This design comes from an exercise in tuning for small area on the open sky130 flow, not from production work.
The RTL was checked by simulation tests, not by an equivalence proof against the original design.
Power figures rest on the tool's default switching activity, not on a simulated workload.

==> design/flow/config.mk <==
export PLATFORM = sky130hd
export DESIGN_NAME = password_cracker
export DESIGN_NICKNAME = password_cracker
export VERILOG_FILES = /design/flow/design.v
export SDC_FILE = /design/flow/constraint.sdc
export NUM_CORES = 4
export LEC_CHECK = 0
export CAP_MARGIN = 20
export CORE_AREA = 10 10 370 370
export DIE_AREA = 0 0 380 380
export SLEW_MARGIN = 20
==> design/flow/constraint.sdc <==
create_clock -name core_clock -period 6.0 [get_ports {clk}]
set_input_delay 1.2000 -clock core_clock [delete_from_list [all_inputs] [get_ports {clk}]]
set_output_delay 1.2000 -clock core_clock [all_outputs]
set_load 0.01 [all_outputs]
==> design/flow/design.v <==
package cracker_pkg;
  localparam int NUM_LANES   = 4;
  localparam int PW_DIGITS   = 8;
  localparam int TIME_DIGITS = 10;
  localparam int HASH_BITS   = 128;
  localparam logic [2:0] S_IDLE       = 3'd0;
  localparam logic [2:0] S_HASH_RESET = 3'd1;
  localparam logic [2:0] S_LOAD       = 3'd2;
  localparam logic [2:0] S_HASH_WAIT  = 3'd3;
  localparam logic [2:0] S_COMPARE    = 3'd4;
  localparam logic [2:0] S_FOUND      = 3'd5;
  function automatic logic [3:0] bcd_toggle(input logic [3:0] d, input logic en);
    bcd_toggle[0] = en;
    bcd_toggle[1] = en & d[0] & ~d[3];
    bcd_toggle[2] = en & d[0] & d[1];
    bcd_toggle[3] = en & d[0] & (d[3] | (d[2] & d[1]));
  endfunction
  function automatic logic bcd_carry(input logic [3:0] d, input logic en);
    bcd_carry = en & d[0] & d[3];
  endfunction
  function automatic logic [3:0] bcd_add5(input logic [3:0] d);
    case (d)
      4'd0: bcd_add5 = 4'd5;
      4'd1: bcd_add5 = 4'd6;
      4'd2: bcd_add5 = 4'd7;
      4'd3: bcd_add5 = 4'd8;
      4'd4: bcd_add5 = 4'd9;
      4'd5: bcd_add5 = 4'd0;
      4'd6: bcd_add5 = 4'd1;
      4'd7: bcd_add5 = 4'd2;
      4'd8: bcd_add5 = 4'd3;
      default: bcd_add5 = 4'd4;
    endcase
  endfunction
  function automatic logic [3:0] bcd_add2c(input logic [3:0] d, input logic c);
    logic [4:0] s;
    s = {1'b0, d} + 5'd2 + {4'd0, c};
    bcd_add2c = (s >= 5'd10) ? 4'(s - 5'd10) : s[3:0];
  endfunction
endpackage
`timescale 1ns/1ps
module crack_ctrl (
  input  logic       clk,
  input  logic       reset_n,
  input  logic       start,
  input  logic       hash_done,
  input  logic       hit,
  output logic [2:0] state,
  output logic       in_compare,
  output logic       in_idle,
  output logic       in_found,
  output logic       hash_reset,
  output logic       hash_start,
  output logic       found
);
  logic       hr;
  logic [2:0] sq;
  logic       hr_next;
  logic [2:0] sq_next;
  always_ff @(posedge clk) begin
    if (!reset_n) begin
      hr <= 1'b0;
      sq <= 3'd0;
    end else begin
      hr <= hr_next;
      sq <= sq_next;
    end
  end
  always_comb begin
    hr_next = hr;
    sq_next = sq;
    if (hr) begin
      if (sq == 3'd7) begin
        hr_next = 1'b0;
        sq_next = cracker_pkg::S_LOAD;
      end else begin
        sq_next = sq + 3'd1;
      end
    end else begin
      case (sq)
        cracker_pkg::S_IDLE: begin
          if (start) begin
            hr_next = 1'b1;
            sq_next = 3'd0;
          end
        end
        cracker_pkg::S_LOAD: sq_next = cracker_pkg::S_HASH_WAIT;
        cracker_pkg::S_HASH_WAIT: begin
          if (hash_done) sq_next = cracker_pkg::S_COMPARE;
        end
        cracker_pkg::S_COMPARE: begin
          if (hit) begin
            sq_next = cracker_pkg::S_FOUND;
          end else begin
            hr_next = 1'b1;
            sq_next = 3'd0;
          end
        end
        cracker_pkg::S_FOUND: begin
          if (start) sq_next = cracker_pkg::S_IDLE;
        end
        default: sq_next = cracker_pkg::S_IDLE;
      endcase
    end
  end
  assign state      = hr ? cracker_pkg::S_HASH_RESET : sq;
  assign in_idle    = !hr && (sq == cracker_pkg::S_IDLE);
  assign in_compare = !hr && (sq == cracker_pkg::S_COMPARE);
  assign in_found   = !hr && (sq == cracker_pkg::S_FOUND);
  assign hash_reset = hr;
  assign hash_start = !hr && (sq == cracker_pkg::S_LOAD);
  assign found      = in_found;
endmodule
`timescale 1ns/1ps
module candidate_gen (
  input  logic         clk,
  input  logic         reset_n,
  input  logic         advance,
  output logic [31:0]  digits,      
  output logic [3:0]   d6_odd,      
  output logic [3:0]   d7_l1,
  output logic [3:0]   d7_l2,
  output logic [3:0]   d7_l3,
  output logic [255:0] candidates
);
  logic [8:0] carry;
  always_ff @(posedge clk) begin
    for (int d = 0; d < 8; d++) begin
      if (!reset_n) digits[4*d +: 4] <= 4'd0;
      else          digits[4*d +: 4] <= digits[4*d +: 4] ^ cracker_pkg::bcd_toggle(digits[4*d +: 4], carry[d]);
    end
  end
  always_comb begin
    carry[0] = advance;
    for (int d = 0; d < 8; d++) begin
      carry[d+1] = cracker_pkg::bcd_carry(digits[4*d +: 4], carry[d]);
    end
  end
  logic c6_hi;
  assign c6_hi  = digits[27] | (digits[26] & (digits[25] | digits[24]));    
  assign d6_odd = cracker_pkg::bcd_add5(digits[27:24]);
  assign d7_l1  = cracker_pkg::bcd_add2c(digits[31:28], c6_hi);
  assign d7_l2  = cracker_pkg::bcd_add5(digits[31:28]);
  assign d7_l3  = cracker_pkg::bcd_add5(d7_l1);
  logic [31:0] lane_bcd [4];
  assign lane_bcd[0] = digits;
  assign lane_bcd[1] = {d7_l1, d6_odd,        digits[23:0]};
  assign lane_bcd[2] = {d7_l2, digits[27:24], digits[23:0]};
  assign lane_bcd[3] = {d7_l3, d6_odd,        digits[23:0]};
  always_comb begin
    for (int l = 0; l < 4; l++) begin
      for (int d = 0; d < 8; d++) begin
        candidates[64*l + 8*d +: 8] = {4'h3, lane_bcd[l][4*d +: 4]};
      end
    end
  end
endmodule
`timescale 1ns/1ps
module match_unit (
  input  logic [511:0] hashes,
  input  logic [127:0] target_hash,
  output logic         hit,
  output logic [1:0]   lane      
);
  logic [3:0] eq;
  always_comb begin
    for (int l = 0; l < 4; l++) begin
      eq[l] = (hashes[128*l +: 128] == target_hash);
    end
  end
  assign hit     = |eq;
  assign lane[0] = !eq[0] && (eq[1] || !eq[2]);
  assign lane[1] = !eq[0] && !eq[1];
endmodule
`timescale 1ns/1ps
module result_buffer (
  input  logic        clk,
  input  logic        reset_n,
  input  logic        in_idle,
  input  logic        in_found,
  input  logic        take_result,
  input  logic [1:0]  hit_lane,
  input  logic [31:0] digits,
  input  logic [3:0]  d6_odd,
  input  logic [3:0]  d7_l1,
  input  logic [3:0]  d7_l2,
  input  logic [3:0]  d7_l3,
  output logic [39:0] elapsed,
  output logic [63:0] password
);
  logic [10:0] carry;
  always_comb begin
    carry[0] = !in_found;
    for (int d = 0; d < 10; d++) begin
      carry[d+1] = cracker_pkg::bcd_carry(elapsed[4*d +: 4], carry[d]);
    end
  end
  always_ff @(posedge clk) begin
    for (int d = 0; d < 10; d++) begin
      if (!reset_n || in_idle) elapsed[4*d +: 4] <= 4'd0;
      else                     elapsed[4*d +: 4] <= elapsed[4*d +: 4] ^ cracker_pkg::bcd_toggle(elapsed[4*d +: 4], carry[d]);
    end
  end
  logic [1:0] lane_q;
  always_ff @(posedge clk) begin
    if (take_result) lane_q <= hit_lane;
  end
  logic [3:0] p7, p6;
  always_comb begin
    case (lane_q)
      2'd0: begin p7 = digits[31:28]; p6 = digits[27:24]; end
      2'd1: begin p7 = d7_l1;         p6 = d6_odd;        end
      2'd2: begin p7 = d7_l2;         p6 = digits[27:24]; end
      default: begin p7 = d7_l3;      p6 = d6_odd;        end
    endcase
  end
  logic [31:0] pw_bcd;
  assign pw_bcd = {p7, p6, digits[23:0]};
  always_comb begin
    for (int d = 0; d < 8; d++) begin
      password[8*d +: 8] = {4'h3, pw_bcd[4*d +: 4]};
    end
  end
endmodule
`timescale 1ns/1ps
module password_cracker (
  input  logic         clk,
  input  logic         reset_n,
  input  logic         start,
  input  logic [127:0] target_hash,
  input  logic         hash_done,
  input  logic [511:0] hashes,
  output logic [255:0] candidates,
  output logic         hash_reset,
  output logic         hash_start,
  output logic         found,
  output logic [63:0]  password,
  output logic [39:0]  elapsed,
  output logic [2:0]   state
);
  logic        hit;
  logic [1:0]  hit_lane;
  logic        in_compare, in_idle, in_found;
  logic [31:0] digits;
  logic [3:0]  d6_odd, d7_l1, d7_l2, d7_l3;
  crack_ctrl ctrl0 (
    .clk        (clk),
    .reset_n    (reset_n),
    .start      (start),
    .hash_done  (hash_done),
    .hit        (hit),
    .state      (state),
    .in_compare (in_compare),
    .in_idle    (in_idle),
    .in_found   (in_found),
    .hash_reset (hash_reset),
    .hash_start (hash_start),
    .found      (found)
  );
  candidate_gen gen0 (
    .clk        (clk),
    .reset_n    (reset_n),
    .advance    (in_compare && !hit),
    .digits     (digits),
    .d6_odd     (d6_odd),
    .d7_l1      (d7_l1),
    .d7_l2      (d7_l2),
    .d7_l3      (d7_l3),
    .candidates (candidates)
  );
  match_unit match0 (
    .hashes      (hashes),
    .target_hash (target_hash),
    .hit         (hit),
    .lane        (hit_lane)
  );
  result_buffer result0 (
    .clk         (clk),
    .reset_n     (reset_n),
    .in_idle     (in_idle),
    .in_found    (in_found),
    .take_result (in_compare && hit),
    .hit_lane    (hit_lane),
    .digits      (digits),
    .d6_odd      (d6_odd),
    .d7_l1       (d7_l1),
    .d7_l2       (d7_l2),
    .d7_l3       (d7_l3),
    .elapsed     (elapsed),
    .password    (password)
  );
endmodule
==> design/flow/run.sh <==
#!/bin/bash
# synth_recipe.tcl (not shown) runs the flow's synth.tcl, then flattens the netlist and writes it again
# the make line also repeats each setting of config.mk as NAME=value (left out here)
make -C /OpenROAD-flow-scripts/flow DESIGN_CONFIG=/design/flow/config.mk WORK_HOME=/design/flow/orfs CLKGATE_MAP_FILE= SYNTH_SCRIPT=/design/flow/synth_recipe.tcl finish
==> results of run 1 <==
-- power by group through the flow --
stage | Combinational [mW] | Clock (mW) | Sequential [mW]
floorplan | 0.479 | 0 | 0.599
global placement | 1.55 | 0 | 0.598
detailed placement | 1.55 | 0 | 0.599
CTS | 1.62 | 0.727 | 0.585
global route | 1.72 | 0.742 | 0.587
finish | 1.64 | 0.686 | 0.585
-- metrics by stage --
stage                util  total power [mW]
floorplan               -              1.08
global placement    0.188              2.15
detailed placement  0.188              2.14
CTS                 0.202              2.94
global route        0.207              3.05
finish              0.207              2.91
-- area by class of cell --
type,instances,area [µm²]
Antenna cell,29,72.6
Clock buffer,10,239
Clock inverter,6,100
Fill cell,14400,102000
Inverter,24,95.1
Multi-Input combinational cell,1173,9860
Sequential cell,86,1740
Tap cell,1742,2180
Timing Repair Buffer,1232,12500
-- path summary, 6_finish.rpt --
check | start | end | slack, ns | cells past startpoint
worst min-delay path | result0.elapsed[11]$_SDFF_PP0_ | result0.elapsed[11]$_SDFF_PP0_ | 0.51 | 2
worst max register to register | ctrl0.sq[2]$_SDFFE_PN0P_ | result0.elapsed[37]$_SDFF_PP0_ | 0.49 | 25
worst min register to register | result0.elapsed[11]$_SDFF_PP0_ | result0.elapsed[11]$_SDFF_PP0_ | 0.51 | 2
worst max-delay path | hashes[384] | result0.d7_l2[1]$_DFF_P_ | -0.49 | 30
-- cell families (layout without fill, tap and decap cells) --
kind of cell / count (synthesis) / count (layout) / synth area share
simple gates: 355 / 355 / 0.172
flops: 86 / 86 / 0.148
compound gates: 46 / 46 / 0.0229
xor+xnor: 551 / 551 / 0.411
buf+inv: 299 / 1272 / 0.181
fa+ha+maj: 39 / 39 / 0.0415
other cells: 2 / 189 / 0.000639
mux: 22 / 22 / 0.0238
-- layer usage --
layer,track usage,wire (µm),up-vias
met4,0.0325,2790,64
met1,0.188,49000,6704
li1,-,-,6554
met3,0.0628,11100,178
met5,0,393,-
met2,0.287,61200,738
-- what timing repair did --
action / CTS / global route
setup buffers: 48 / 22
gates resized for setup: 400 / 138
hold endpoints to repair: 0 / 0
cloned: 0 / 0
pin swaps: 91 / 84
setup endpoints to repair: 27 / 14
-- sequential cells by signal (all words and copies together), names as in the netlist --
register,cells
ctrl0.sq,3
result0.d7_l2,4
result0.lane_q,2
gen0.digits,32
result0.d6_odd,4
ctrl0.hr,1
result0.elapsed,40
-- placed cells by master (no fill, tap or decap), types with 21 or more instances in the layout --
| cell | n |
|---|---|
| diode_2 | 29 |
| dfxtp_1 | 84 |
| buf_12 | 80 |
| nand3_1 | 22 |
| conb_1 | 160 |
| ha_1 | 27 |
| clkdlybuf4s50_1 | 647 |
| xor2_1 | 135 |
| nor4_1 | 21 |
| nand2_1 | 34 |
| dlymetal6s2s_1 | 45 |
| buf_4 | 255 |
| nor2_1 | 33 |
| inv_1 | 22 |
| buf_6 | 48 |
| nand4_1 | 110 |
| xnor2_2 | 66 |
| and2_1 | 37 |
| xnor2_1 | 332 |
| nor4_2 | 25 |
| dlygate4sd2_1 | 112 |
-- tightest hold or removal path, cell delays in order (launching register included) --
cell and delay, ns:
dfxtp_1 0.33, nand2b_1 0.07, a21oi_1 0.06
==> metrics.cfg, run 1 <==
[outcome]
status = failed layout checks
check-failures = negative setup slack

[sta]
layout_setup_ws_ns = -0.494
tns_ns = -3.21
final.setup_skew_ns = 0.0153
final-max-slew-violation-count = 0
layout_min_cycle_time_ns = 6.49
max_freq_ghz = 0.154
finalSetupViolCount = 10
max_slew_margin = 0.504
worst_pin_slew_ns = 0.742
hold_slack_ns = 0.509
final_hold_viols = 0
setup_repair_after_global_routing_missed_its_margin = yes
fin_crit_sh = 1.08

[synthesis]
postSynthRegisterBits = 86
synth_top_area_share = 0.306
postSynthCellCount = 1400
post_synth_top_flop = dfxtp_1
synth_area_leader_cell = xnor2_1
yosys_warnings = 5
synth_area_mm2 = 0.0118
synth_common_cells = xnor2_1, buf_4, xor2_1
top_cells_by_area_synth = xnor2_1, buf_4, dfxtp_1
ys_async_sr_fraction = 0
post_synth_num_cell_types = 42
synth_area_per_cell_um2 = 8.40
synth_most_common_cell = xnor2_1
synth_enable_flop_cells = 2
sequential_share_of_the_synthesized_area = 0.148

[detailed_routing]
dr_total_vias = 14200
first_pass_iters = 5
final_antenna_net_count = 0
drt_iter0_drc = 755
drc_errors = 0
wire_per_inst_um = 28.9
wirelength_um = 124000
viasPerCell = 3.31

[floorplanning]
die_w_um = 380
die_height_um = 380
initial_utilization = 0.0910
core.rowCount = 132
coreArea_mm2 = 0.129
io_pins = 1010
die_area_mm2 = 0.144

[global_routing]
grt_overflow_total = 0
first_global_vias = 15100
grt_usage = 0.164
grt_start_max_net_pins = 30
antenna_violations_before_repair = 102
grt_first_pass_wirelength_um = 156000

[placed_design]
place_congestion = 0.967
detailed_place_hpwl_um = 115000
place_inst = 4193
port-buffer-count = 849
dpl_cell_area_mm2 = 0.0243
place_ws_ns = -2.75

[clock_tree]
worstSkewPairLatency_ns = 0.39
clock_sinks = 86
ctsHoldBuffers = 0
cts_inserted_buffers = 9
cts.root.buffer_cell = clkbuf_16
cts_tree = yes
clk_pin_slew_ns = 0.07
clockBufferDepth = 2
h-tree-depth = 3

[setup_path]
slowest_stage = clkdlybuf4s50_1
setup.worst_path.start_class = input pin
category_of_cells_accounting_for_the_largest_share_of_critical_path_delay = simple AND/OR/NAND/NOR gates
critPathRequiredTime_ns = 6.28
critical_path.n_buffers_inverters = 3
critical_path.most_common_cell = ha_4
timing.critical_path.slowest_cell_delay_ns = 0.50
worst-path-max-fanout = 2
timing.critical_path.arrival_ns = 6.77
path_class = input pin to register
endpoint_kind = register

[finish]
finalInstanceArea_mm2 = 0.0268
cell_count_final_fillers_out = 4302
flow.area_growth_from_synthesis_pct = 128
layout-drive-gt1-share = 0.235
nNetsFinal = 3209

[power]
power_per_cell_area_mw_per_mm2 = 109
combinationalPowerShare = 0.563
power_switching_share = 0.369
seq_power_share = 0.201
internal_power_mw = 1.84
part_of_the_total_power_dissipated_in_the_clock_network = 0.236
net-switching-power_mw = 1.08
cellLeakagePower_nw = 10.6
power.ir.vdd_worst_mv = 0.119

[min_path]
min_path_type = register to register

[run]
drv.max_cap_violation_count = 0

==> run 2: changes to the inputs <==
--- a/design/flow/design.v
+++ b/design/flow/design.v
@@ -15,27 +15,26 @@
     bcd_toggle[2] = en & d[0] & d[1];
     bcd_toggle[3] = en & d[0] & (d[3] | (d[2] & d[1]));
   endfunction
-  function automatic logic bcd_carry(input logic [3:0] d, input logic en);
-    bcd_carry = en & d[0] & d[3];
-  endfunction
   function automatic logic [3:0] bcd_add5(input logic [3:0] d);
-    case (d)
-      4'd0: bcd_add5 = 4'd5;
-      4'd1: bcd_add5 = 4'd6;
-      4'd2: bcd_add5 = 4'd7;
-      4'd3: bcd_add5 = 4'd8;
-      4'd4: bcd_add5 = 4'd9;
-      4'd5: bcd_add5 = 4'd0;
-      4'd6: bcd_add5 = 4'd1;
-      4'd7: bcd_add5 = 4'd2;
-      4'd8: bcd_add5 = 4'd3;
-      default: bcd_add5 = 4'd4;
-    endcase
+    bcd_add5[0] = (~d[0]);
+    bcd_add5[1] = (~d[0] & d[3]) | (d[0] & d[1] & d[2]) | (~d[0] & d[1] & ~d[2]) | (d[0] & ~d[1] & ~d[2] & ~d[3]);
+    bcd_add5[2] = (~d[1] & ~d[2] & ~d[3]) | (d[0] & d[3]) | (~d[0] & ~d[2] & ~d[3]);
+    bcd_add5[3] = (d[0] & d[1] & ~d[2]) | (~d[0] & ~d[1] & d[2]);
   endfunction
   function automatic logic [3:0] bcd_add2c(input logic [3:0] d, input logic c);
-    logic [4:0] s;
-    s = {1'b0, d} + 5'd2 + {4'd0, c};
-    bcd_add2c = (s >= 5'd10) ? 4'(s - 5'd10) : s[3:0];
+    bcd_add2c[0] = (~d[0] & c) | (d[0] & ~c);
+    bcd_add2c[1] = (~d[0] & ~d[1] & ~d[3]) | (~d[1] & ~d[3] & ~c) | (d[0] & d[3] & c) | (d[0] & d[1] & ~d[2] & c);
+    bcd_add2c[2] = (d[1] & ~d[2]) | (~d[0] & ~d[1] & d[2]) | (~d[1] & d[2] & ~c) | (d[0] & ~d[2] & ~d[3] & c);
+    bcd_add2c[3] = (~d[0] & d[1] & d[2]) | (d[1] & d[2] & ~c) | (d[0] & ~d[1] & d[2] & c);
+  endfunction
+  function automatic logic [3:0] bcd_add7c(input logic [3:0] d, input logic c);
+    bcd_add7c[0] = (~d[0] & ~c) | (d[0] & c);
+    bcd_add7c[1] = (d[3] & c) | (d[0] & ~d[1] & d[2]) | (d[0] & d[3]) | (~d[1] & d[2] & c) | (~d[0] & d[1] & d[2] & ~c) | (~d[0] & ~d[1] & ~d[2] & ~d[3] & ~c);
+    bcd_add7c[2] = (d[3]) | (d[1] & d[2] & c) | (d[0] & d[1] & d[2]) | (~d[0] & ~d[1] & ~d[2] & ~c);
+    bcd_add7c[3] = (d[0] & ~d[1] & ~d[2] & ~d[3]) | (~d[0] & d[1] & ~d[2] & ~c) | (~d[1] & ~d[2] & ~d[3] & c);
+  endfunction
+  function automatic logic bcd_is9(input logic [3:0] d);
+    bcd_is9 = d[0] & d[3];
   endfunction
 endpackage
 `timescale 1ns/1ps
@@ -123,17 +122,17 @@
   output logic [3:0]   d7_l3,
   output logic [255:0] candidates
 );
-  logic [8:0] carry;
+  logic [7:0] nines;
   always_ff @(posedge clk) begin
     for (int d = 0; d < 8; d++) begin
       if (!reset_n) digits[4*d +: 4] <= 4'd0;
-      else          digits[4*d +: 4] <= digits[4*d +: 4] ^ cracker_pkg::bcd_toggle(digits[4*d +: 4], carry[d]);
-    end
-  end
-  always_comb begin
-    carry[0] = advance;
-    for (int d = 0; d < 8; d++) begin
-      carry[d+1] = cracker_pkg::bcd_carry(digits[4*d +: 4], carry[d]);
+      else          digits[4*d +: 4] <= digits[4*d +: 4] ^ cracker_pkg::bcd_toggle(digits[4*d +: 4], advance & nines[d]);
+    end
+  end
+  always_comb begin
+    nines[0] = 1'b1;
+    for (int d = 0; d < 7; d++) begin
+      nines[d+1] = nines[d] & cracker_pkg::bcd_is9(digits[4*d +: 4]);
     end
   end
   logic c6_hi;
@@ -141,17 +140,17 @@
   assign d6_odd = cracker_pkg::bcd_add5(digits[27:24]);
   assign d7_l1  = cracker_pkg::bcd_add2c(digits[31:28], c6_hi);
   assign d7_l2  = cracker_pkg::bcd_add5(digits[31:28]);
-  assign d7_l3  = cracker_pkg::bcd_add5(d7_l1);
-  logic [31:0] lane_bcd [4];
-  assign lane_bcd[0] = digits;
-  assign lane_bcd[1] = {d7_l1, d6_odd,        digits[23:0]};
-  assign lane_bcd[2] = {d7_l2, digits[27:24], digits[23:0]};
-  assign lane_bcd[3] = {d7_l3, d6_odd,        digits[23:0]};
-  always_comb begin
-    for (int l = 0; l < 4; l++) begin
-      for (int d = 0; d < 8; d++) begin
-        candidates[64*l + 8*d +: 8] = {4'h3, lane_bcd[l][4*d +: 4]};
-      end
+  assign d7_l3  = cracker_pkg::bcd_add7c(digits[31:28], c6_hi);
+  logic [31:0] lane1_bcd, lane2_bcd, lane3_bcd;
+  assign lane1_bcd = {d7_l1, d6_odd,        digits[23:0]};
+  assign lane2_bcd = {d7_l2, digits[27:24], digits[23:0]};
+  assign lane3_bcd = {d7_l3, d6_odd,        digits[23:0]};
+  always_comb begin
+    for (int d = 0; d < 8; d++) begin
+      candidates[      8*d +: 8] = {4'h3, digits[4*d +: 4]};
+      candidates[ 64 + 8*d +: 8] = {4'h3, lane1_bcd[4*d +: 4]};
+      candidates[128 + 8*d +: 8] = {4'h3, lane2_bcd[4*d +: 4]};
+      candidates[192 + 8*d +: 8] = {4'h3, lane3_bcd[4*d +: 4]};
     end
   end
 endmodule
@@ -188,17 +187,17 @@
   output logic [39:0] elapsed,
   output logic [63:0] password
 );
-  logic [10:0] carry;
-  always_comb begin
-    carry[0] = !in_found;
-    for (int d = 0; d < 10; d++) begin
-      carry[d+1] = cracker_pkg::bcd_carry(elapsed[4*d +: 4], carry[d]);
+  logic [9:0] nines;
+  always_comb begin
+    nines[0] = 1'b1;
+    for (int d = 0; d < 9; d++) begin
+      nines[d+1] = nines[d] & cracker_pkg::bcd_is9(elapsed[4*d +: 4]);
     end
   end
   always_ff @(posedge clk) begin
     for (int d = 0; d < 10; d++) begin
       if (!reset_n || in_idle) elapsed[4*d +: 4] <= 4'd0;
-      else                     elapsed[4*d +: 4] <= elapsed[4*d +: 4] ^ cracker_pkg::bcd_toggle(elapsed[4*d +: 4], carry[d]);
+      else                     elapsed[4*d +: 4] <= elapsed[4*d +: 4] ^ cracker_pkg::bcd_toggle(elapsed[4*d +: 4], !in_found & nines[d]);
     end
   end
   logic [1:0] lane_q;
==> design/flow/flow/run.sh (new file) <==
#!/bin/bash
# The standard ORFS flow (standard.sh), with two changes to how the layout is made:
#  - ports get the smallest buffer (buf_1) instead of the resizer's default choice
#  - the clock tree uses mid-size clock buffers and no dummy loads
# Each tool's output goes to the ORFS logs under orfs/logs; make's own output to standard.log.
set -o pipefail
export BUFFER_PORTS_ARGS="-buffer_cell sky130_fd_sc_hd__buf_1"
export CTS_ARGS="-buf_list {sky130_fd_sc_hd__clkbuf_4 sky130_fd_sc_hd__clkbuf_8} -sink_clustering_enable -sink_clustering_size 10 -sink_clustering_max_diameter 60 -dont_use_dummy_load"
bash standard.sh > standard.log 2>&1
==> design/flow/standard.sh (new file) <==
#!/bin/bash
# synth_recipe.tcl (not shown) runs the flow's synth.tcl, then flattens the netlist and writes it again
# the make line also repeats each setting of config.mk as NAME=value (left out here)
make -C /OpenROAD-flow-scripts/flow DESIGN_CONFIG=/design/flow/config.mk WORK_HOME=/design/flow/orfs CLKGATE_MAP_FILE= SYNTH_SCRIPT=/design/flow/synth_recipe.tcl "${@:-finish}"
removed: design/flow/run.sh
==> run 2 against run 1 <==
The run now finishes clean; maximum frequency grew 33%; hold slack lost 0.011 ns; global-route usage shrank 1.5 points; combinational power shrank 43%; final area shrank 40%; register-to-register slack gained 2.7 ns; sequential cell count shrank 8; sequential power shrank 9.4%; clock skew grew 0.012 ns; final cell count shrank 8.7%; clock power shrank 51%; critical path type unchanged.
==> metrics.cfg, run 2 <==
[power]
seq_power_share = 0.293  ; was 0.201
power.ir.vdd_worst_mv = 0.0856  ; was 0.119 mV
power_switching_share = 0.444  ; was 0.369
power.total_mw = 1.81  ; was 2.91 mW
net-switching-power_mw = 0.803  ; was 1.08 mW
internal_power_mw = 1.00  ; was 1.84 mW
part_of_the_total_power_dissipated_in_the_clock_network = 0.186  ; was 0.236
cellLeakagePower_nw = 4.86  ; was 10.6 nW
combinationalPowerShare = 0.521  ; was 0.563
power_per_cell_area_mw_per_mm2 = 113  ; was 109 mW/mm²

[clock_tree]
worstSkewPairLatency_ns = 0.40  ; was 0.39 ns
ctsHoldBuffers = 0  ; unchanged
cts.root.buffer_cell = clkbuf_8  ; was clkbuf_16
clockBufferDepth = 2  ; unchanged
post_cts_resize_count = 0  ; was 400
cts_setup_buffers = 0  ; was 48
clk_pin_slew_ns = 0.09  ; was 0.07 ns
clock_sinks = 78  ; was 86
h-tree-depth = 3  ; unchanged
cts_tree = yes  ; unchanged
cts_inserted_buffers = 9  ; unchanged

[floorplanning]
io_pins = 1010  ; unchanged
initial_utilization = 0.0881  ; was 0.0910
die_area_mm2 = 0.144  ; unchanged
core.rowCount = 132  ; unchanged
die_height_um = 380  ; unchanged
coreArea_mm2 = 0.129  ; unchanged
die_w_um = 380  ; unchanged

[detailed_routing]
wirelength_um = 114000  ; was 124000 µm
final_antenna_net_count = 0  ; unchanged
drt_iter0_drc = 675  ; was 755
wire_per_inst_um = 28.9  ; about the same
dr_total_vias = 12800  ; was 14200
drc_errors = 0  ; unchanged
first_pass_iters = 5  ; unchanged
viasPerCell = 3.25  ; was 3.31

[setup_path]
category_of_cells_accounting_for_the_largest_share_of_critical_path_delay = simple AND/OR/NAND/NOR gates  ; unchanged
slowest_stage = buf_1  ; was clkdlybuf4s50_1
timing.critical_path.slowest_cell_delay_ns = 0.69  ; was 0.50 ns
critPathRequiredTime_ns = 6.25  ; was 6.28 ns
timing.critical_path.arrival_ns = 5.14  ; was 6.77 ns
critical_path.most_common_cell = nor2_1  ; was ha_4
endpoint_kind = register  ; unchanged
path_class = input pin to register  ; unchanged
critical_path.n_buffers_inverters = 1  ; was 3
crit_chain = buf_1 > xnor2_1 > nand4_1 > nor4_1 > nand4_1 > nor2_1 > a2111oi_4 > nand3_2 > nor2_1 > ha_1 > nor2b_1 > xnor2_1 > nor2_1
worst-path-max-fanout = 6  ; was 2
setup.worst_path.start_class = input pin  ; unchanged

[sta]
hold_slack_ns = 0.498  ; was 0.509 ns
worst_pin_slew_ns = 0.963  ; was 0.742 ns
final.setup_skew_ns = 0.0273  ; was 0.0153 ns
final-max-slew-violation-count = 0  ; unchanged
finalSetupViolCount = 0  ; was 10
final_hold_viols = 0  ; unchanged
setup_repair_after_global_routing_missed_its_margin = no  ; was yes
fin_crit_sh = 0.816  ; was 1.08
max_freq_ghz = 0.204  ; was 0.154 GHz
tns_ns = 0  ; was -3.21 ns
layout_min_cycle_time_ns = 4.89  ; was 6.49 ns
max_slew_margin = 0.358  ; was 0.504

[synthesis]
yosys_warnings = 4  ; was 5
post_synth_top_flop = dfxtp_1  ; unchanged
synth_area_leader_cell = xnor2_1  ; unchanged
post_synth_num_cell_types = 49  ; was 42
top_cells_by_area_synth = xnor2_1, buf_4, dfxtp_1  ; unchanged
sequential_share_of_the_synthesized_area = 0.139  ; was 0.148
ys_async_sr_fraction = 0  ; unchanged
synth_area_per_cell_um2 = 8.26  ; was 8.40 µm²
postSynthCellCount = 1378  ; was 1400
synth_area_mm2 = 0.0114  ; was 0.0118 mm²
synth_top_area_share = 0.311  ; was 0.306
synth_enable_flop_cells = 2  ; unchanged
postSynthRegisterBits = 78  ; was 86
synth_common_cells = xnor2_1, buf_4, xor2_1  ; unchanged
synth_most_common_cell = xnor2_1  ; unchanged

[finish]
finalInstanceArea_mm2 = 0.0160  ; was 0.0268 mm²
layout.cells.most_common = buf_1  ; was clkdlybuf4s50_1
largest_reg_flops = 40  ; unchanged
nNetsFinal = 2843  ; was 3209
fillers = 15300  ; was 14400
registers_with_the_most_flip_flops = result0.elapsed (40), gen0.digits (32), ctrl0.sq (3)  ; was result0.elapsed (40), gen0.digits (32)
mostFrequentLayoutCells = buf_1, xnor2_1, conb_1, xor2_1, nand4_1  ; was clkdlybuf4s50_1, xnor2_1, buf_4, conb_1, xor2_1
flow.area_growth_from_synthesis_pct = 40.4  ; was 128%
layout-drive-gt1-share = 0.0479  ; was 0.235
ff_latch_area_mm2 = 0.00158  ; was 0.00174 mm²
multi_input_gate_area_in_the_final_layout_mm2 = 0.00838  ; was 0.00986 mm²
registers.top_by_ff_count = result0.elapsed  ; unchanged

[placed_design]
dpl_cell_area_mm2 = 0.0158  ; was 0.0243 mm²
port-buffer-count = 849  ; unchanged
detailed_place_hpwl_um = 107000  ; was 115000 µm
place_congestion = 0.924  ; was 0.967

[run]
drv.max_cap_violation_count = 0  ; unchanged

[global_routing]
grt_overflow_total = 0  ; unchanged
grt_usage = 0.149  ; was 0.164
first_global_vias = 13700  ; was 15100
antenna_violations_before_repair = 69  ; was 102
grt_first_pass_wirelength_um = 142000  ; was 156000 µm
grt_start_max_net_pins = 31  ; was 30

[outcome]
status = no timing/DRC/antenna violations  ; was failed layout checks

[min_path]
min_path_type = register to register  ; unchanged

[run 2: cell count changes after synthesis, sizes merged, moves of 8 or more]
cell and change:
xor2 +8, nor2 +32, ha -15, and2 -28, dfxtp -8, inv -11
mux2i -11, nor2b +12
[run 2: final timing paths]
path / start / end / slack [ns] / depth (start not counted)
setup / recovery: target_hash[53] / gen0.digits[9]$_SDFF_PN0_ / 1.11 / 13
hold / removal: result0.elapsed[26]$_SDFF_PP0_ / result0.elapsed[27]$_SDFF_PP0_ / 0.50 / 2
setup reg to reg: ctrl0.hr$_SDFF_PN0_ / result0.elapsed[37]$_SDFF_PP0_ / 3.14 / 12
hold reg to reg: result0.elapsed[26]$_SDFF_PP0_ / result0.elapsed[27]$_SDFF_PP0_ / 0.50 / 2
[run 2: tightest hold or removal path: cells and delay by family, from the launching register on]
kind	cells	cell delay, ns
simple gates	1	0.08
flops	1	0.33
compound gates	1	0.06
[run 2: metrics by stage]
step / std cells / utilization / setup WS (ns)
3_5_place_dp: 3905 / 0.122 / 0.290
3_3_place_gp: 3901 / 0.122 / 0.307
4_1_cts: 3914 / 0.123 / 0.713
6_report: 3926 / 0.124 / 1.11
2_1_floorplan: 1536 / - / 2.92
5_1_grt: 3916 / 0.123 / 0.837
[run 2: cells by family after synthesis]
| family | share of synthesized area |
|---|---|
| buffers and inverters | 0.183 |
| other | 0.000660 |
| AND/OR/NAND/NOR | 0.187 |
| multiplexers | 0.0136 |
| XOR/XNOR | 0.425 |
| AO/OA/AOI/OAI | 0.0251 |
| flip-flops | 0.139 |
| adder cells (fa/ha/maj) | 0.0264 |
[run 2: per-layer routing]
metal / wire length (µm) / track usage
met2: 60200 / 0.285
met1: 41400 / 0.158
met4: 1640 / 0.0186
met3: 10100 / 0.0529
met5: 201 / 0
[run 2: power by group through the flow]
stage / clock (mW) / combinational (mW) / sequential, mW
finish: 0.336 / 0.940 / 0.530
global route: 0.377 / 1.01 / 0.531
CTS: 0.360 / 0.960 / 0.530
detailed placement: 0 / 0.955 / 0.542
global placement: 0 / 0.945 / 0.541
floorplan: 0 / 0.465 / 0.540
[run 2: layout make-up]
type	instances	share of cell area
well taps	1742	0.136
multi-input cells	1167	0.525
inverters	13	0.00306
repair buffers	906	0.227
diodes	11	0.00172
flip-flops and latches	78	0.0990
clock buffers	9	0.00776
==> run 3: changes to the inputs <==
--- a/design/flow/config.mk
+++ b/design/flow/config.mk
@@ -6,6 +6,6 @@
 export NUM_CORES = 4
 export LEC_CHECK = 0
 export CAP_MARGIN = 20
-export CORE_AREA = 10 10 370 370
-export DIE_AREA = 0 0 380 380
+export CORE_AREA = 10 10 290 290
+export DIE_AREA = 0 0 300 300
 export SLEW_MARGIN = 20
==> run 3 against run 2 <==
Global-route usage increased by 6.7 points; die area shrank 38%; via count decreased by 0.49%; sequential power hardly changed; final cell count decreased by 19%; non-clock buffer count down 36; highest routed layer unchanged; power shrank 5.6%.
==> metrics.cfg, run 3 <==
[placed_design]
port-buffer-count = 849  ; unchanged
place_inst = 3168  ; was 3905
detailed_place_hpwl_um = 96200  ; was 107000 µm
place_congestion = 0.980  ; was 0.924
place_ws_ns = 0.594  ; was 0.290 ns

[synthesis]
synth_simple_gate_area_frac = 0.187  ; unchanged
synth_common_cells = xnor2_1, buf_4, xor2_1  ; unchanged
synth_mux_area_frac = 0.0136  ; unchanged
synth-compound-area-share = 0.0251  ; unchanged
sequential_share_of_the_synthesized_area = 0.139  ; unchanged
postSynthRegisterBits = 78  ; unchanged
synth_area_mm2 = 0.0114  ; unchanged
synth_enable_flop_cells = 2  ; unchanged
yosys_warnings = 4  ; unchanged
synth_top_area_share = 0.311  ; unchanged
synth_area_leader_cell = xnor2_1  ; unchanged
post_synth_fa_ha_maj_area_fraction = 0.0264  ; unchanged
postSynthCellCount = 1378  ; unchanged
yosys.area_share.xor_xnor = 0.425  ; unchanged
synth_top_family_by_area = XOR/XNOR gates  ; unchanged
ys_async_sr_fraction = 0  ; unchanged
top_cells_by_area_synth = xnor2_1, buf_4, dfxtp_1  ; unchanged
synth_most_common_cell = xnor2_1  ; unchanged
synth_area_per_cell_um2 = 8.26  ; unchanged
post_synth_top_flop = dfxtp_1  ; unchanged
post_synth_num_cell_types = 49  ; unchanged

[sta]
layout_min_cycle_time_ns = 4.62  ; was 4.89 ns
tns_ns = 0  ; unchanged
max_freq_ghz = 0.216  ; was 0.204 GHz
fin_crit_sh = 0.770  ; was 0.816
finalSetupViolCount = 0  ; unchanged
layout_setup_ws_ns = 1.38  ; was 1.11 ns
final_hold_viols = 0  ; unchanged
final.setup_skew_ns = 0.0439  ; was 0.0273 ns
final-max-slew-violation-count = 0  ; unchanged
setup_repair_after_global_routing_missed_its_margin = no  ; unchanged
worst_pin_slew_ns = 1.05  ; was 0.963 ns
max_slew_margin = 0.300  ; was 0.358

[floorplanning]
die_w_um = 300  ; was 380 µm
die_area_mm2 = 0.0900  ; was 0.144 mm²
coreArea_mm2 = 0.0776  ; was 0.129 mm²
die_height_um = 300  ; was 380 µm
core.rowCount = 102  ; was 132
io_pins = 1010  ; unchanged
initial_utilization = 0.147  ; was 0.0881

[run]
drv.max_cap_violation_count = 0  ; unchanged

[finish]
multi_input_gate_area_in_the_final_layout_mm2 = 0.00835  ; was 0.00838 mm²
ff_latch_area_mm2 = 0.00158  ; unchanged
largest_reg_flops = 40  ; unchanged
final_core_utilization = 0.191  ; was 0.124
fillers = 9063  ; was 15300
nNetsFinal = 2807  ; was 2843
layout-drive-gt1-share = 0.0309  ; was 0.0479
cell_count_final_fillers_out = 3190  ; was 3926
layout.cells.most_common = buf_1  ; unchanged
flow.area_growth_from_synthesis_pct = 29.9  ; was 40.4%
mostFrequentLayoutCells = buf_1, xnor2_1, conb_1, xor2_1, nand4_1  ; unchanged
registers_with_the_most_flip_flops = result0.elapsed (40), gen0.digits (32), ctrl0.sq (3)  ; unchanged
registers.top_by_ff_count = result0.elapsed  ; unchanged

[detailed_routing]
viasPerCell = 3.98  ; was 3.25
first_pass_iters = 5  ; unchanged
wire_per_inst_um = 32.4  ; was 28.9 µm
drc_errors = 0  ; unchanged
dr_total_vias = 12700  ; was 12800
drt_iter0_drc = 863  ; was 675
wirelength_um = 103000  ; was 114000 µm
final_antenna_net_count = 0  ; unchanged

[min_path]
min_path_type = register to register  ; unchanged

[clock_tree]
cts_tree = yes  ; unchanged
ctsHoldBuffers = 0  ; unchanged
worstSkewPairLatency_ns = 0.37  ; was 0.40 ns
clk_pin_slew_ns = 0.11  ; was 0.09 ns
cts_setup_buffers = 0  ; unchanged
cts.root.buffer_cell = clkbuf_8  ; unchanged
h-tree-depth = 3  ; unchanged
cts_inserted_buffers = 9  ; unchanged
clockBufferDepth = 2  ; unchanged
clock_sinks = 78  ; unchanged
post_cts_resize_count = 0  ; unchanged

[setup_path]
timing.critical_path.arrival_ns = 4.82  ; was 5.14 ns
critPathRequiredTime_ns = 6.20  ; was 6.25 ns
r2r-end = result0.elapsed[37]$_SDFF_PP0_  ; unchanged
timing.critical_path.from = target_hash[7]  ; was target_hash[53]
endpoint_kind = register  ; unchanged
critical_path.endpoint = gen0.digits[17]$_SDFF_PN0_  ; was gen0.digits[9]$_SDFF_PN0_
worst-path-max-fanout = 6  ; unchanged
r2r-start = ctrl0.sq[1]$_SDFFE_PN0P_  ; was ctrl0.hr$_SDFF_PN0_
r2r_setup_slack_ns = 3.12  ; was 3.14 ns
rr_worst_depth = 14  ; was 12
path_class = input pin to register  ; unchanged
setup.worst_path.start_class = input pin  ; unchanged

[global_routing]
grt_usage = 0.216  ; was 0.149
grt_overflow_total = 0  ; unchanged
first_global_vias = 13300  ; was 13700
grt_start_max_net_pins = 31  ; unchanged
antenna_violations_before_repair = 89  ; was 69
grt_first_pass_wirelength_um = 130000  ; was 142000 µm

[power]
power.total_mw = 1.71  ; was 1.81 mW
cellLeakagePower_nw = 4.65  ; was 4.86 nW
power.ir.vdd_worst_mv = 0.0875  ; was 0.0856 mV
power_per_cell_area_mw_per_mm2 = 115  ; was 113 mW/mm²

[outcome]
status = no timing/DRC/antenna violations  ; unchanged

## run 3: changes by cell type in the layout (fill, tap and decap cells not counted), sizes merged
| cell | before | now |
|---|---|---|
| diode | 11 | 13 |
| buf | 906 | 870 |
## run 3: where the power goes
| part | total (mW) | internal, mW | leakage, nW | switching, mW |
|---|---|---|---|---|
| logic | 0.860 | 0.328 | 3.95 | 0.532 |
| clock network | 0.315 | 0.134 | 0.0648 | 0.181 |
| registers | 0.530 | 0.523 | 0.636 | 0.00611 |
| total | 1.71 | 0.986 | 4.65 | 0.719 |
## run 3: cell families after synthesis
| group | after synthesis |
|---|---|
| compound gates | 46 |
| xor+xnor | 552 |
| mux | 11 |
| flops | 78 |
| buf+inv | 291 |
| fa+ha+maj | 24 |
| other cells | 2 |
| simple gates | 374 |
## run 3: critical path, cell delays in order
cell and delay, ns:
buf_1 0.31, xnor2_1 0.60, nand4_1 0.18, nor4_1 0.78, nand4_1 0.36, nor2_1 0.36
a2111oi_4 0.16, nand3_2 0.23, nor2_1 0.07, ha_1 0.19, nor2b_1 0.15, xnor2_1 0.16
nor2_1 0.05
## run 3: cell type report
cell class,instances,area share
timing repair buffer,870,0.226
antenna,13,0.00220
tap,1040,0.0880
clock buffer,9,0.00838
multi-input combinational,1167,0.565
inverter,13,0.00330
sequential,78,0.107
## run 3: routing by layer
| metal | vias up | wire length [µm] | GRT usage |
|---|---|---|---|
| li1 | 5718 | - | - |
| met1 | 6011 | 39000 | 0.246 |
| met2 | 771 | 53100 | 0.401 |
| met3 | 176 | 8540 | 0.0566 |
| met4 | 36 | 2330 | 0.0355 |
| met5 | - | 248 | 0 |
## run 3: how the worst min path moves through the flow
| stage | to | cells after the start | from | slack, ns |
|---|---|---|---|---|
| 5_1_grt | result0.elapsed[31]$_SDFF_PP0_ | 2 | result0.elapsed[29]$_SDFF_PP0_ | 0.49 |
| 3_3_place_gp | result0.elapsed[27]$_SDFF_PP0_ | 2 | result0.elapsed[27]$_SDFF_PP0_ | 0.49 |
| 3_5_place_dp | result0.elapsed[27]$_SDFF_PP0_ | 2 | result0.elapsed[27]$_SDFF_PP0_ | 0.50 |
| 4_1_cts | result0.elapsed[31]$_SDFF_PP0_ | 2 | result0.elapsed[29]$_SDFF_PP0_ | 0.48 |
| 2_1_floorplan | result0.elapsed[35]$_SDFF_PP0_ | 2 | result0.elapsed[35]$_SDFF_PP0_ | 0.51 |
| 6_report | result0.elapsed[31]$_SDFF_PP0_ | 2 | result0.elapsed[29]$_SDFF_PP0_ | 0.48 |
## run 3: through the flow
stage	hold slack (ns)	cell area, µm²
after floorplan	0.513	12000
after global placement	0.495	14600
after detailed placement	0.500	14600
after CTS	0.476	14800
after global routing	0.491	14800
final	0.477	14800
==> run 4: changes to the inputs <==
--- a/design/flow/design.v
+++ b/design/flow/design.v
@@ -53,62 +53,36 @@
   output logic       found
 );
   logic       hr;
-  logic [2:0] sq;
-  logic       hr_next;
-  logic [2:0] sq_next;
+  logic [2:0] abc;
+  logic       st_idle, st_load, st_wait, st_cmp, st_found;
+  logic       step, enter_hr, leave_hr, to_idle;
+  assign st_idle  = !hr && !abc[2] && !abc[1];
+  assign st_load  = !hr &&  abc[1] && !abc[0];
+  assign st_wait  = !hr &&  abc[1] &&  abc[0];
+  assign st_cmp   = !hr &&  abc[2] && !abc[0];
+  assign st_found = !hr &&  abc[2] &&  abc[0];
+  assign leave_hr = hr && (abc == 3'd1);
+  assign enter_hr = (st_idle && start) || (st_cmp && !hit);
+  assign step     = hr || st_load || (st_wait && hash_done) || (st_cmp && hit);
+  assign to_idle  = st_found && start;
   always_ff @(posedge clk) begin
     if (!reset_n) begin
-      hr <= 1'b0;
-      sq <= 3'd0;
+      hr  <= 1'b0;
+      abc <= 3'd0;
     end else begin
-      hr <= hr_next;
-      sq <= sq_next;
-    end
-  end
-  always_comb begin
-    hr_next = hr;
-    sq_next = sq;
-    if (hr) begin
-      if (sq == 3'd7) begin
-        hr_next = 1'b0;
-        sq_next = cracker_pkg::S_LOAD;
-      end else begin
-        sq_next = sq + 3'd1;
-      end
-    end else begin
-      case (sq)
-        cracker_pkg::S_IDLE: begin
-          if (start) begin
-            hr_next = 1'b1;
-            sq_next = 3'd0;
-          end
-        end
-        cracker_pkg::S_LOAD: sq_next = cracker_pkg::S_HASH_WAIT;
-        cracker_pkg::S_HASH_WAIT: begin
-          if (hash_done) sq_next = cracker_pkg::S_COMPARE;
-        end
-        cracker_pkg::S_COMPARE: begin
-          if (hit) begin
-            sq_next = cracker_pkg::S_FOUND;
-          end else begin
-            hr_next = 1'b1;
-            sq_next = 3'd0;
-          end
-        end
-        cracker_pkg::S_FOUND: begin
-          if (start) sq_next = cracker_pkg::S_IDLE;
-        end
-        default: sq_next = cracker_pkg::S_IDLE;
-      endcase
-    end
-  end
-  assign state      = hr ? cracker_pkg::S_HASH_RESET : sq;
-  assign in_idle    = !hr && (sq == cracker_pkg::S_IDLE);
-  assign in_compare = !hr && (sq == cracker_pkg::S_COMPARE);
-  assign in_found   = !hr && (sq == cracker_pkg::S_FOUND);
+      hr <= enter_hr || (hr && !leave_hr);
+      if (step)          abc <= abc + 3'd1;
+      else if (enter_hr) abc <= 3'd2;
+      else if (to_idle)  abc <= 3'd0;
+    end
+  end
+  assign state      = {!hr && abc[2], !hr && abc[1], hr || abc[0]};
+  assign in_idle    = st_idle;
+  assign in_compare = st_cmp;
+  assign in_found   = st_found;
   assign hash_reset = hr;
-  assign hash_start = !hr && (sq == cracker_pkg::S_LOAD);
-  assign found      = in_found;
+  assign hash_start = st_load;
+  assign found      = st_found;
 endmodule
 `timescale 1ns/1ps
 module candidate_gen (
==> design/flow/flow/run.sh (replaced) <==
#!/bin/bash
# The standard ORFS flow (standard.sh) with these changes to how the layout is made:
#  - synthesis maps logic with an area-oriented abc script (flow/synth.tcl, flow/abc_area.script);
#    everything else in it is synth_recipe.tcl, so registers and their names are unchanged
#  - after floorplan, each conb_1 tie cell drives one tie-low and one tie-high net (flow/pair_ties.tcl)
#  - ports get the smallest buffer (buf_1)
#  - the clock tree uses mid-size clock buffers and no dummy loads
# make's output goes to standard_*.log; each tool's full log is under orfs/logs/.
set -eo pipefail
W=$PWD
export BUFFER_PORTS_ARGS="-buffer_cell sky130_fd_sc_hd__buf_1"
export CTS_ARGS="-buf_list {sky130_fd_sc_hd__clkbuf_4 sky130_fd_sc_hd__clkbuf_8} -sink_clustering_enable -sink_clustering_size 10 -sink_clustering_max_diameter 60 -dont_use_dummy_load"
export FLOW_ABC_SCRIPT=$W/flow/abc_area.script
sed "s#SYNTH_SCRIPT=[^ ]*#SYNTH_SCRIPT=$W/flow/synth.tcl#" standard.sh > own_standard.sh
R=$W/orfs/results/$FLOW_PLATFORM/password_cracker/base
bash own_standard.sh $R/2_1_floorplan.odb > standard_floorplan.log 2>&1
TIE_ODB=$R/2_1_floorplan.odb openroad -no_init -exit flow/pair_ties.tcl > pair_ties.log 2>&1
bash own_standard.sh > standard.log 2>&1
==> design/flow/flow/abc_area.script (new file) <==
&get -n
&st
&syn2
&dch -f
&nf -R 1000
&put
==> design/flow/flow/pair_ties.tcl (new file) <==
# After floorplan: repair_tie_fanout gave every constant load its own conb_1,
# using only one of its two outputs. Let one conb_1 drive one tie-low net from
# LO and one tie-high net from HI, and delete the conb_1 left without a load.
read_db $::env(TIE_ODB)
set block [ord::get_db_block]
set lo {}
set hi {}
foreach inst [$block getInsts] {
  if { [[$inst getMaster] getName] ne "sky130_fd_sc_hd__conb_1" } { continue }
  set lo_net [[$inst findITerm LO] getNet]
  set hi_net [[$inst findITerm HI] getNet]
  if { $lo_net ne "NULL" && $hi_net eq "NULL" } { lappend lo [list [$lo_net getName] $inst] }
  if { $hi_net ne "NULL" && $lo_net eq "NULL" } { lappend hi [list [$hi_net getName] $inst] }
}
set lo [lsort -dictionary -index 0 $lo]
set hi [lsort -dictionary -index 0 $hi]
set n [expr {min([llength $lo], [llength $hi])}]
puts "pair_ties: [llength $lo] tie-low, [llength $hi] tie-high, pairing $n"
for {set i 0} {$i < $n} {incr i} {
  set keep [lindex $lo $i 1]
  set drop [lindex $hi $i 1]
  set it [$drop findITerm HI]
  set net [$it getNet]
  $it disconnect
  [$keep findITerm HI] connect $net
  odb::dbInst_destroy $drop
}
write_db $::env(TIE_ODB)
==> design/flow/flow/synth.tcl (new file) <==
# The standard flow's synthesis script (synth_recipe.tcl) with one change: the final abc
# mapping uses flow/abc_area.script, an area-oriented script, instead of the
# platform's speed script. Registers are untouched (abc runs without -dff).
proc synth {args} { yosys synth -nofsm -noshare {*}$args }
proc abc {args} {
  set i [lsearch -exact $args -script]
  if { $i >= 0 } { lset args [expr {$i + 1}] $::env(FLOW_ABC_SCRIPT) }
  yosys abc {*}$args
}
source $::env(SCRIPTS_DIR)/synth.tcl
# left out here: clear keep_hierarchy, flatten, clean up, hide names made inside functions, write 1_2_yosys.v
==> run 4 against run 3 <==
Sequential power rose by 5.3%; sequential cell count did not move; final area fell by 2.0%; critical path depth rose by 6; clock-buffer cell count did not move; register-to-register slack got worse by 0.76 ns; worst setup slack got worse by 0.73 ns; power rose by 5.9%; global-route usage fell by 1.8 points; area after synthesis fell by 3.0%; maximum frequency fell by 14%; critical endpoint is now gen0.digits[30]$_SDFF_PN0_.
==> metrics.cfg, run 4 <==
[sta]
final_hold_viols = 0  ; unchanged
hold_slack_ns = 0.493  ; was 0.477 ns
layout_min_cycle_time_ns = 5.35  ; was 4.62 ns
final-max-slew-violation-count = 0  ; unchanged
layout_setup_ws_ns = 0.646  ; was 1.38 ns
tns_ns = 0  ; unchanged
fin_crit_sh = 0.892  ; was 0.770
final.setup_skew_ns = 0.0337  ; was 0.0439 ns
worst_pin_slew_ns = 0.941  ; was 1.05 ns
setup_repair_after_global_routing_missed_its_margin = no  ; unchanged
finalSetupViolCount = 0  ; unchanged
max_slew_margin = 0.367  ; was 0.300
max_freq_ghz = 0.187  ; was 0.216 GHz

[placed_design]
place_congestion = 0.982  ; was 0.980
port-buffer-count = 849  ; unchanged
dpl_cell_area_mm2 = 0.0143  ; was 0.0146 mm²
detailed_place_hpwl_um = 89800  ; was 96200 µm
place_ws_ns = 0.0819  ; was 0.594 ns

[setup_path]
crit_chain = buf_1 > xor2_1 > nor4_1 > nand4_1 > buf_4 > nor4_1 > a21oi_1 > and2_0 > nand2_1 > nor2_1 > and3_1 > and3_1 > and3_1 > and3_1 > and3_1 > ha_1 > and2_0 > o21ai_0 > a21oi_1  ; was buf_1 > xnor2_1 > nand4_1 > nor4_1 > nand4_1 > nor2_1 > a2111oi_4 > nand3_2 > nor2_1 > ha_1 > nor2b_1 > xnor2_1 > nor2_1
rr_worst_depth = 17  ; was 14
critical_path.most_common_cell = and3_1  ; was nor2_1
timing.critical_path.slowest_cell_delay_ns = 0.62  ; was 0.78 ns
timing.critical_path.from = target_hash[81]  ; was target_hash[7]
setup.worst_path.start_class = input pin  ; unchanged
r2r-start = ctrl0.hr$_SDFF_PN0_  ; was ctrl0.sq[1]$_SDFFE_PN0P_
timing.critical_path.arrival_ns = 5.57  ; was 4.82 ns
endpoint_kind = register  ; unchanged
critPathRequiredTime_ns = 6.22  ; was 6.20 ns
worst-path-max-fanout = 4  ; was 6
path_class = input pin to register  ; unchanged
slowest_stage = nor4_1  ; unchanged

[outcome]
status = no timing/DRC/antenna violations  ; unchanged

[global_routing]
antenna_violations_before_repair = 83  ; was 89
grt_overflow_total = 0  ; unchanged
grtUsageMet2 = 0.349  ; was 0.401
grt_use_met3 = 0.0598  ; was 0.0566
met1_usage = 0.227  ; was 0.246
grt_most_used_layer = met2  ; unchanged
grt_start_max_net_pins = 26  ; was 31
first_global_vias = 13200  ; was 13300
grt_usage = 0.198  ; was 0.216
grt_first_pass_wirelength_um = 121000  ; was 130000 µm

[synthesis]
synth_area_mm2 = 0.0110  ; was 0.0114 mm²
sequential_share_of_the_synthesized_area = 0.143  ; was 0.139
postSynthRegisterBits = 78  ; unchanged
post_synth_top_flop = dfxtp_1  ; unchanged
ys_async_sr_fraction = 0  ; unchanged
top_cells_by_area_synth = xnor2_1, xor2_1, buf_4  ; was xnor2_1, buf_4, dfxtp_1
post_synth_num_cell_types = 35  ; was 49
synth_area_leader_cell = xnor2_1  ; unchanged
synth_enable_flop_cells = 2  ; unchanged
synth_top_area_share = 0.214  ; was 0.311
postSynthCellCount = 1330  ; was 1378
synth_common_cells = xnor2_1, buf_4, xor2_1  ; unchanged
synth_area_per_cell_um2 = 8.30  ; was 8.26 µm²
yosys_warnings = 4  ; unchanged
synth_most_common_cell = xnor2_1  ; unchanged

[clock_tree]
clockBufferDepth = 2  ; unchanged
cts_setup_buffers = 0  ; unchanged
h-tree-depth = 3  ; unchanged
cts_tree = yes  ; unchanged
worstSkewPairLatency_ns = 0.37  ; about the same
clk_pin_slew_ns = 0.11  ; about the same
ctsHoldBuffers = 0  ; unchanged
cts.root.buffer_cell = clkbuf_8  ; unchanged
cts_inserted_buffers = 9  ; unchanged
post_cts_resize_count = 0  ; unchanged
clock_sinks = 78  ; unchanged

[finish]
finalInstanceArea_mm2 = 0.0145  ; was 0.0148 mm²
nNetsFinal = 2812  ; was 2807
flow.area_growth_from_synthesis_pct = 31.3  ; was 29.9%
largest_reg_flops = 40  ; unchanged
layout-drive-gt1-share = 0.0363  ; was 0.0309
layout.cells.most_common = buf_1  ; unchanged
mostFrequentLayoutCells = buf_1, xnor2_1, xor2_1, nand4_1, nor4_1  ; was buf_1, xnor2_1, conb_1, xor2_1, nand4_1
registers.top_by_ff_count = result0.elapsed  ; unchanged
registers_with_the_most_flip_flops = result0.elapsed (40), gen0.digits (32), ctrl0.abc (3)  ; was result0.elapsed (40), gen0.digits (32), ctrl0.sq (3)

[run]
drv.max_cap_violation_count = 0  ; unchanged

[min_path]
worstHoldStart = result0.elapsed[39]$_SDFF_PP0_  ; was result0.elapsed[29]$_SDFF_PP0_
min_path_type = register to register  ; unchanged
hold_path_depth = 1  ; was 2

[detailed_routing]
dr_total_vias = 12700  ; about the same
final_antenna_net_count = 0  ; unchanged
wirelength_um = 95000  ; was 103000 µm
drt_iter0_drc = 664  ; was 863
drc_errors = 0  ; unchanged
viasPerCell = 4.05  ; was 3.98
wire_per_inst_um = 30.4  ; was 32.4 µm
first_pass_iters = 5  ; unchanged

[floorplanning]
die_area_mm2 = 0.0900  ; unchanged
die_w_um = 300  ; unchanged
die_height_um = 300  ; unchanged
core.rowCount = 102  ; unchanged
initial_utilization = 0.142  ; was 0.147
coreArea_mm2 = 0.0776  ; unchanged
io_pins = 1010  ; unchanged

[power]
power.ir.vdd_worst_mv = 0.0889  ; was 0.0875 mV
power_per_cell_area_mw_per_mm2 = 125  ; was 115 mW/mm²
power.total_mw = 1.81  ; was 1.71 mW
cellLeakagePower_nw = 4.76  ; was 4.65 nW

-- run 4: cell types whose count changed in the layout (fill, tap and decap cells not counted), moves of 24 or more --
cell,delta
and2_0,+24
buf_4,+43
conb_1,-80
nand2_1,-24
nand4_1,-26
nor4_1,+36
xnor2_1,-134
xor2_1,+114
-- run 4: path summary, 6_finish.rpt --
kind                                          to  slack, ns
setup reg to reg  result0.elapsed[39]$_SDFF_PP0_       2.36
hold reg to reg   result0.elapsed[39]$_SDFF_PP0_       0.49
hold / removal    result0.elapsed[39]$_SDFF_PP0_       0.49
setup / recovery      gen0.digits[30]$_SDFF_PN0_       0.65
-- run 4: cell families (layout without fill, tap and decap cells) --
family | count (synthesis) | after routing | share of synthesized area
xor+xnor | 532 | 532 | 0.422
fa+ha+maj | 20 | 20 | 0.0227
simple gates | 339 | 339 | 0.175
mux | 16 | 16 | 0.0182
flops | 78 | 78 | 0.143
buf+inv | 279 | 937 | 0.185
other cells | 2 | 96 | 0.000680
compound gates | 64 | 64 | 0.0331
-- run 4: stage by stage --
stage / cells / util
after floorplan: 1488 / -
after global placement: 3096 / 0.184
after detailed placement: 3097 / 0.185
after CTS: 3106 / 0.186
after global routing: 3114 / 0.186
final: 3122 / 0.187
-- run 4: per-layer routing --
metal	share of wire	wire (µm)
met4	0.032	3030
met3	0.086	8130
met5	0.0019	179
met1	0.39	36900
met2	0.49	46800
-- run 4: area by class of cell --
class	count	area (µm²)
inverters	15	56.3
diodes	16	40.0
repair buffers	913	3670
clock buffers	9	124
fillers	9034	63100
well taps	1040	1300
flip-flops and latches	78	1580
multi-input cells	1051	7710
-- run 4: power breakdown --
part / internal, mW / switching [mW]
logic: 0.357 / 0.570
clock network: 0.134 / 0.185
registers: 0.534 / 0.0240
-- run 4: critical path, delay by kind of cell --
| kind | cells | cell delay, ns |
|---|---|---|
| xor+xnor | 1 | 0.15 |
| compound gates | 3 | 0.39 |
| buf+inv | 2 | 0.76 |
| fa+ha+maj | 1 | 0.20 |
| simple gates | 12 | 2.85 |
==> run 5: changes to the inputs <==
--- a/design/flow/flow/run.sh
+++ b/design/flow/flow/run.sh
@@ -10,6 +10,7 @@
 W=$PWD
 export BUFFER_PORTS_ARGS="-buffer_cell sky130_fd_sc_hd__buf_1"
 export CTS_ARGS="-buf_list {sky130_fd_sc_hd__clkbuf_4 sky130_fd_sc_hd__clkbuf_8} -sink_clustering_enable -sink_clustering_size 10 -sink_clustering_max_diameter 60 -dont_use_dummy_load"
+export REMOVE_ABC_BUFFERS=1
 export FLOW_ABC_SCRIPT=$W/flow/abc_area.script
 sed "s#SYNTH_SCRIPT=[^ ]*#SYNTH_SCRIPT=$W/flow/synth.tcl#" standard.sh > own_standard.sh
 R=$W/orfs/results/$FLOW_PLATFORM/password_cracker/base
--- a/design/flow/config.mk
+++ b/design/flow/config.mk
@@ -8,4 +8,5 @@
 export CAP_MARGIN = 20
 export CORE_AREA = 10 10 290 290
 export DIE_AREA = 0 0 300 300
+export GPL_TIMING_DRIVEN = 0
 export SLEW_MARGIN = 20
==> run 5 against run 4 <==
Global-route usage shrank 1.5 points; power decreased by 0.88%; register-to-register slack gained 0.12 ns; non-clock buffer count decreased by 64; clock power rose by 1%; routed wire length down 6.9%; clock skew fell by 0.011 ns; sequential cell count is the same; largest cell class unchanged; final cell count fell by 2.0%; worst setup slack lost 0.39 ns; via count down 2.3%; sequential share of layout area is 0.28 points higher.
==> metrics.cfg, run 5 <==
[outcome]
status = no timing/DRC/antenna violations  ; unchanged

[setup_path]
timing.critical_path.arrival_ns = 5.96  ; was 5.57 ns
path_class = input pin to register  ; unchanged
worst-path-max-fanout = 4  ; unchanged
setup.worst_path.start_class = input pin  ; unchanged
endpoint_kind = register  ; unchanged
critPathRequiredTime_ns = 6.22  ; about the same

[synthesis]
synth_mux_area_frac = 0.0182  ; unchanged
synth_simple_gate_area_frac = 0.175  ; unchanged
postSynthRegisterBits = 78  ; unchanged
synth_enable_flop_cells = 2  ; unchanged
post_synth_fa_ha_maj_area_fraction = 0.0227  ; unchanged
synth_common_cells = xnor2_1, buf_4, xor2_1  ; unchanged
synth_area_leader_cell = xnor2_1  ; unchanged
synth_most_common_cell = xnor2_1  ; unchanged
post_synth_num_cell_types = 35  ; unchanged
ys_async_sr_fraction = 0  ; unchanged
sequential_share_of_the_synthesized_area = 0.143  ; unchanged
synth-compound-area-share = 0.0331  ; unchanged
yosys.area_share.xor_xnor = 0.422  ; unchanged
top_cells_by_area_synth = xnor2_1, xor2_1, buf_4  ; unchanged
synth_area_mm2 = 0.0110  ; unchanged
yosys_warnings = 4  ; unchanged
post_synth_top_flop = dfxtp_1  ; unchanged
synth_top_area_share = 0.214  ; unchanged
synth_top_family_by_area = XOR/XNOR gates  ; unchanged
postSynthCellCount = 1330  ; unchanged
synth_area_per_cell_um2 = 8.30  ; unchanged

[detailed_routing]
wire_per_inst_um = 28.9  ; was 30.4 µm
drc_errors = 0  ; unchanged
first_pass_iters = 5  ; unchanged
viasPerCell = 4.04  ; was 4.05
final_antenna_net_count = 0  ; unchanged
drt_iter0_drc = 625  ; was 664
wirelength_um = 88500  ; was 95000 µm
dr_total_vias = 12400  ; was 12700

[placed_design]
place_congestion = 0.964  ; was 0.982
place_ws_ns = -0.751  ; was 0.0819 ns
detailed_place_hpwl_um = 83000  ; was 89800 µm
port-buffer-count = 849  ; unchanged

[clock_tree]
ctsHoldBuffers = 0  ; unchanged
cts.root.buffer_cell = clkbuf_8  ; unchanged
h-tree-depth = 3  ; unchanged
cts_tree = yes  ; unchanged
clockBufferDepth = 2  ; unchanged
cts_inserted_buffers = 9  ; unchanged
clock_sinks = 78  ; unchanged
worstSkewPairLatency_ns = 0.36  ; was 0.37 ns
cts_setup_buffers = 0  ; unchanged
clk_pin_slew_ns = 0.09  ; was 0.11 ns

[global_routing]
antenna_violations_before_repair = 64  ; was 83
grt_start_max_net_pins = 30  ; was 26
first_global_vias = 13000  ; was 13200
grt_overflow_total = 0  ; unchanged
grt_usage = 0.183  ; was 0.198
grt_first_pass_wirelength_um = 114000  ; was 121000 µm

[sta]
final_hold_viols = 0  ; unchanged
setup_repair_after_global_routing_missed_its_margin = no  ; unchanged
final.setup_skew_ns = 0.0226  ; was 0.0337 ns
layout_min_cycle_time_ns = 5.74  ; was 5.35 ns
fin_crit_sh = 0.957  ; was 0.892
max_freq_ghz = 0.174  ; was 0.187 GHz
final-max-slew-violation-count = 0  ; unchanged
max_slew_margin = 0.406  ; was 0.367
layout_setup_ws_ns = 0.261  ; was 0.646 ns
worst_pin_slew_ns = 0.891  ; was 0.941 ns
finalSetupViolCount = 0  ; unchanged

[floorplanning]
die_height_um = 300  ; unchanged
initial_utilization = 0.142  ; unchanged
core.rowCount = 102  ; unchanged
coreArea_mm2 = 0.0776  ; unchanged
die_area_mm2 = 0.0900  ; unchanged
io_pins = 1010  ; unchanged
die_w_um = 300  ; unchanged

[finish]
layout-drive-gt1-share = 0.0155  ; was 0.0363
fillers = 8985  ; was 9034
largest_reg_flops = 40  ; unchanged
mostFrequentLayoutCells = buf_1, xnor2_1, xor2_1, nand4_1, conb_1  ; was buf_1, xnor2_1, xor2_1, nand4_1, nor4_1
ff_latch_area_mm2 = 0.00158  ; unchanged
registers.top_by_ff_count = result0.elapsed  ; unchanged
registers_with_the_most_flip_flops = result0.elapsed (40), gen0.digits (32), ctrl0.abc (3)  ; unchanged
layout.cells.most_common = buf_1  ; unchanged
flow.area_growth_from_synthesis_pct = 28.0  ; was 31.3%
nNetsFinal = 2748  ; was 2812
multi_input_gate_area_in_the_final_layout_mm2 = 0.00783  ; was 0.00771 mm²

[power]
cellLeakagePower_nw = 4.45  ; was 4.76 nW
power.total_mw = 1.79  ; was 1.81 mW
power.ir.vdd_worst_mv = 0.0953  ; was 0.0889 mV
power_per_cell_area_mw_per_mm2 = 127  ; was 125 mW/mm²

[min_path]
min_path_type = register to register  ; unchanged

[run]
drv.max_cap_violation_count = 0  ; unchanged

-- run 5: what timing repair did --
| action | CTS | global route |
|---|---|---|
| setup endpoints to repair | 7 | 3 |
| gates resized for setup | 11 | 9 |
| gates cloned | 0 | 0 |
-- run 5: power by group --
group          switching (mW)  internal (mW)
clock network           0.189          0.135
logic                   0.576          0.334
registers              0.0216          0.534
total                   0.787           1.00
-- run 5: metrics by stage --
step / utilization / setup TNS [ns] / hold WS (ns) / cell area [µm²] / std cells
floorplan: - / 0 / 0.484 / 9650 / 1224
global placement: 0.178 / -11.16 / 0.461 / 13800 / 3033
detailed placement: 0.179 / -5.43 / 0.479 / 13900 / 3033
CTS: 0.181 / 0 / 0.499 / 14000 / 3042
global route: 0.182 / 0 / 0.549 / 14100 / 3053
finish: 0.182 / 0 / 0.506 / 14100 / 3060
-- run 5: cells by family (layout without fill, tap and decap cells) --
logic type,count (synthesis),in the layout
compound gates,64,64
xor+xnor,532,532
fa+ha+maj,20,20
buf+inv,279,873
flops,78,78
mux,16,16
other cells,2,98
simple gates,339,339
-- run 5: path summary, 6_finish.rpt --
check | startpoint | endpoint | slack, ns | cells past startpoint
worst min register to register | result0.elapsed[35]$_SDFF_PP0_ | result0.elapsed[35]$_SDFF_PP0_ | 0.51 | 2
worst max-delay path | target_hash[83] | gen0.digits[30]$_SDFF_PN0_ | 0.26 | 19
worst max register to register | ctrl0.hr$_SDFF_PN0_ | result0.elapsed[39]$_SDFF_PP0_ | 2.48 | 17
worst min-delay path | result0.elapsed[35]$_SDFF_PP0_ | result0.elapsed[35]$_SDFF_PP0_ | 0.51 | 2
-- run 5: cell type report --
class	count	share of cell area
tap	1040	0.0921
clock buffer	9	0.00877
sequential	78	0.112
multi-input combinational	1051	0.554
inverter	15	0.00399
timing repair buffer	849	0.226
antenna	18	0.00319
-- run 5: critical path, stage by stage --
cell	delay, ns
buf_1	0.50
xnor2_1	0.19
nand4_1	0.27
nor4_2	0.81
nand4_1	0.33
nor2_1	0.27
a21oi_1	0.10
and2_0	0.28
nand2_1	0.22
nor2_1	0.09
and3_1	0.20
and3_1	0.23
and3_1	0.22
and3_1	0.20
and3_1	0.19
ha_1	0.20
and2_0	0.21
o21ai_0	0.17
a21oi_1	0.06
-- run 5: layer usage --
metal,track usage,wire (µm)
met2,0.330,44000
met1,0.203,33600
met4,0.0661,3760
met5,0,74
met3,0.0502,6990

-- port drivers added, routing unchanged --
The flow's constraints put no driver on any port. The routed layouts listed below were extracted and timed again, unchanged, in two steps.
Step 1 assumes that a clkbuf_16 drives the clock port and a buf_2 every other input.
Step 2 times the ports against the registers' clock, not the clock port: input delays grow and output delays shrink by t, the midpoint of the rising clock arrivals with the driver on.
a / b / c = no drivers / after step 1 / after step 2; a / b = the first two.
run	shift t [ns]	setup slack, ns	pins driven straight from the clock port
run 1	0.436	-0.494 / -0.504 / -0.940	1
run 2	0.434	1.107 / 1.108 / 0.674	1
run 3	0.385	1.380 / 1.380 / 0.995	1
run 4	0.396	0.646 / 0.638 / 0.241	1
run 5	0.380	0.261 / 0.257 / -0.123	1
Met with ideal ports but missed after step 2: setup timing in run 5. For run 1, which loses most, drivers alone change the setup slack by -0.010 ns; drivers and shift together by -0.446 ns.
